This is an optimization exercise on Yosys and OpenROAD, whose aim is small area and a short achievable clock period, not a production implementation. Function was checked by simulation only, so behaviour that the tests miss may differ from the original. Power figures rest on the tool's default switching activity, not on a simulated workload.

Setup of run 1:
==> module ram_sdp_init, before the edit <==
module ram_sdp_init #(
  parameter int DATA_W    = 24,
  parameter int ADDR_W    = 6,
  parameter     INIT_FILE = "adv7611.mif"
) (
  input  logic              clk,
  input  logic              rst,
  input  logic              a_we_i,
  input  logic [ADDR_W-1:0] a_addr_i,
  input  logic [DATA_W-1:0] a_wdata_i,
  output logic [DATA_W-1:0] a_rdata_o,
  input  logic [2**ADDR_W-1:0] b_sel_i,
  output logic [DATA_W-1:0] b_rdata_o
);
  localparam int DEPTH = 2**ADDR_W;
  logic [DATA_W-1:0] mem_q [DEPTH];
  logic [DATA_W-1:0] a_rdata_q;
  logic [DEPTH-1:0]  a_sel, b_sel;
  logic [DEPTH-1:0]  col [DATA_W];
  logic [DATA_W-1:0] a_rd, b_rd;
  always_ff @(posedge clk) begin
    for (int i = 0; i < DEPTH; i++) begin
      if (a_we_i && (a_addr_i == i[ADDR_W-1:0])) begin
        mem_q[i] <= a_wdata_i;
      end
    end
  end
  ram_dec u_dec_a (.en(!rst), .a(a_addr_i), .sel(a_sel));
  assign b_sel = b_sel_i;
  for (genvar b = 0; b < DATA_W; b++) begin : g_bit
    for (genvar i = 0; i < DEPTH; i++) begin : g_row
      assign col[b][i] = mem_q[i][b];
    end
    ram_col u_col_a (.s(a_sel), .d(col[b]), .y(a_rd[b]));
    ram_col u_col_b (.s(b_sel), .d(col[b]), .y(b_rd[b]));
  end
  always_ff @(posedge clk) begin
    a_rdata_q <= a_rd;
  end
  assign a_rdata_o = a_rdata_q;
  assign b_rdata_o = b_rd;
endmodule
export LEC_CHECK = 0
export CAP_MARGIN = 20
export CORE_MARGIN = 2
export CORE_UTILIZATION = 50
export CTS_CLUSTER_DIAMETER = 60
export CTS_CLUSTER_SIZE = 20
export SETUP_SLACK_MARGIN = 1.6
export SLEW_MARGIN = 20
export SYNTH_HIERARCHICAL = 1
export SYNTH_MINIMUM_KEEP_SIZE = 0
create_clock -name core_clock -period 4.0 [get_ports {clk}]
standard.sh (not shown) runs the stock make flow with config.mk's settings and CLKGATE_MAP_FILE= SYNTH_SCRIPT=/design/flow/synth_recipe.tcl, a recipe that flattens the netlist after the stock synthesis.
==> flow/flow/run.sh <==
#!/bin/bash
# Standard ORFS layout, with the port buffers made as plain buf_4 cells
# instead of the delay-buffer cell buffer_ports picks by default.
set -euo pipefail
bash standard.sh BUFFER_PORTS_ARGS="-buffer_cell sky130_fd_sc_hd__buf_4" finish > standard.log 2>&1
## Diff of input files: run 2 against run 1
--- a/flow/design.v
+++ b/flow/design.v
@@ -39,6 +39,15 @@
   assign leaf_n[21] = ~(s[63] & d[63]);
   assign y = ~(&leaf_n);
 endmodule
+module ram_wbit (
+  input  logic row_we,
+  input  logic row_we_n,
+  input  logic wdata,
+  input  logic q,
+  output logic d
+);
+  assign d = (row_we & wdata) | (row_we_n & q);
+endmodule
 module ram_dec (
   input  logic        en,
   input  logic [5:0]  a,
@@ -66,15 +75,32 @@
 );
   localparam int DEPTH = 2**ADDR_W;
   logic [DATA_W-1:0] mem_q [DEPTH];
+  logic [DATA_W-1:0] mem_d [DEPTH];
+  logic [DEPTH-1:0]  row_we, row_we_n;
   logic [DATA_W-1:0] a_rdata_q;
   logic [DEPTH-1:0]  a_sel, b_sel;
   logic [DEPTH-1:0]  col [DATA_W];
   logic [DATA_W-1:0] a_rd, b_rd;
-  always_ff @(posedge clk) begin
+  always_comb begin
     for (int i = 0; i < DEPTH; i++) begin
-      if (a_we_i && (a_addr_i == i[ADDR_W-1:0])) begin
-        mem_q[i] <= a_wdata_i;
-      end
+      row_we[i]   = a_we_i && (a_addr_i == i[ADDR_W-1:0]);
+      row_we_n[i] = !row_we[i];
+    end
+  end
+  for (genvar i = 0; i < DEPTH; i++) begin : g_wrow
+    for (genvar b = 0; b < DATA_W; b++) begin : g_wbit
+      ram_wbit u_wbit (
+        .row_we  (row_we[i]),
+        .row_we_n(row_we_n[i]),
+        .wdata   (a_wdata_i[b]),
+        .q       (mem_q[i][b]),
+        .d       (mem_d[i][b])
+      );
+    end
+  end
+  always_ff @(posedge clk) begin
+    for (int i = 0; i < DEPTH; i++) begin
+      mem_q[i] <= mem_d[i];
     end
   end
   ram_dec u_dec_a (.en(!rst), .a(a_addr_i), .sel(a_sel));
## What came out
Run 2 completed every stage of the flow, and the final layout passed the timing, design-rule and antenna checks.
Taking run 2 over run 1, the clock-buffer cell count ratio works out to 1.08.
Run 2 ends up with a total detailed-routing wirelength that is about 20% higher than in run 1.
The critical path required time of run 2 and that of run 1 are within noise of each other.
Cmp run 2 vs run 1: multi-input gate area in the final layout higher in run 2
Taking run 2 over run 1, the total net switching power ratio works out to 1.5.
Changes observed in run 2 relative to run 1: utilization saw an increase, via count moved up.
Compared with run 1, run 2 shows logic gate share of total power higher by 9.2 points.
Diff run 1..run 2 | adder and majority cell fraction of the synthesized area | negligible

-- re-timing with driven ports --
Ports are ideal in the flow. The routed layouts listed here were re-timed in OpenROAD.
Step 1, drivers: a clkbuf_16 drives clk and a buf_2 each remaining input, both assumed.
Step 2 moves the port delays by t, midway between the first and last clock arrival at a register: inputs arrive t later, outputs are due t later. That takes back most of the time a late clock gives input paths.
Slacks: no drivers / after step 1 / after step 2; pairs: no drivers / after step 1.
| run | t (ns) | setup WS [ns] | worst setup path after step 2 | clock arrival spread, ns | worst register clock-pin slew, ns |
|---|---|---|---|---|---|
| run 1 | 0.865 | 1.002 / 0.964 / 0.098 | input to register | 0.036 / 0.035 | 0.09 / 0.09 |
| run 2 | 0.895 | 0.889 / 0.854 / -0.042 | input to register | 0.032 / 0.031 | 0.09 / 0.09 |
Met with ideal ports but missed after step 2: setup timing in run 2. The setup slack of run 2, which loses most, moves by -0.035 ns with the drivers and by -0.931 ns with both steps.
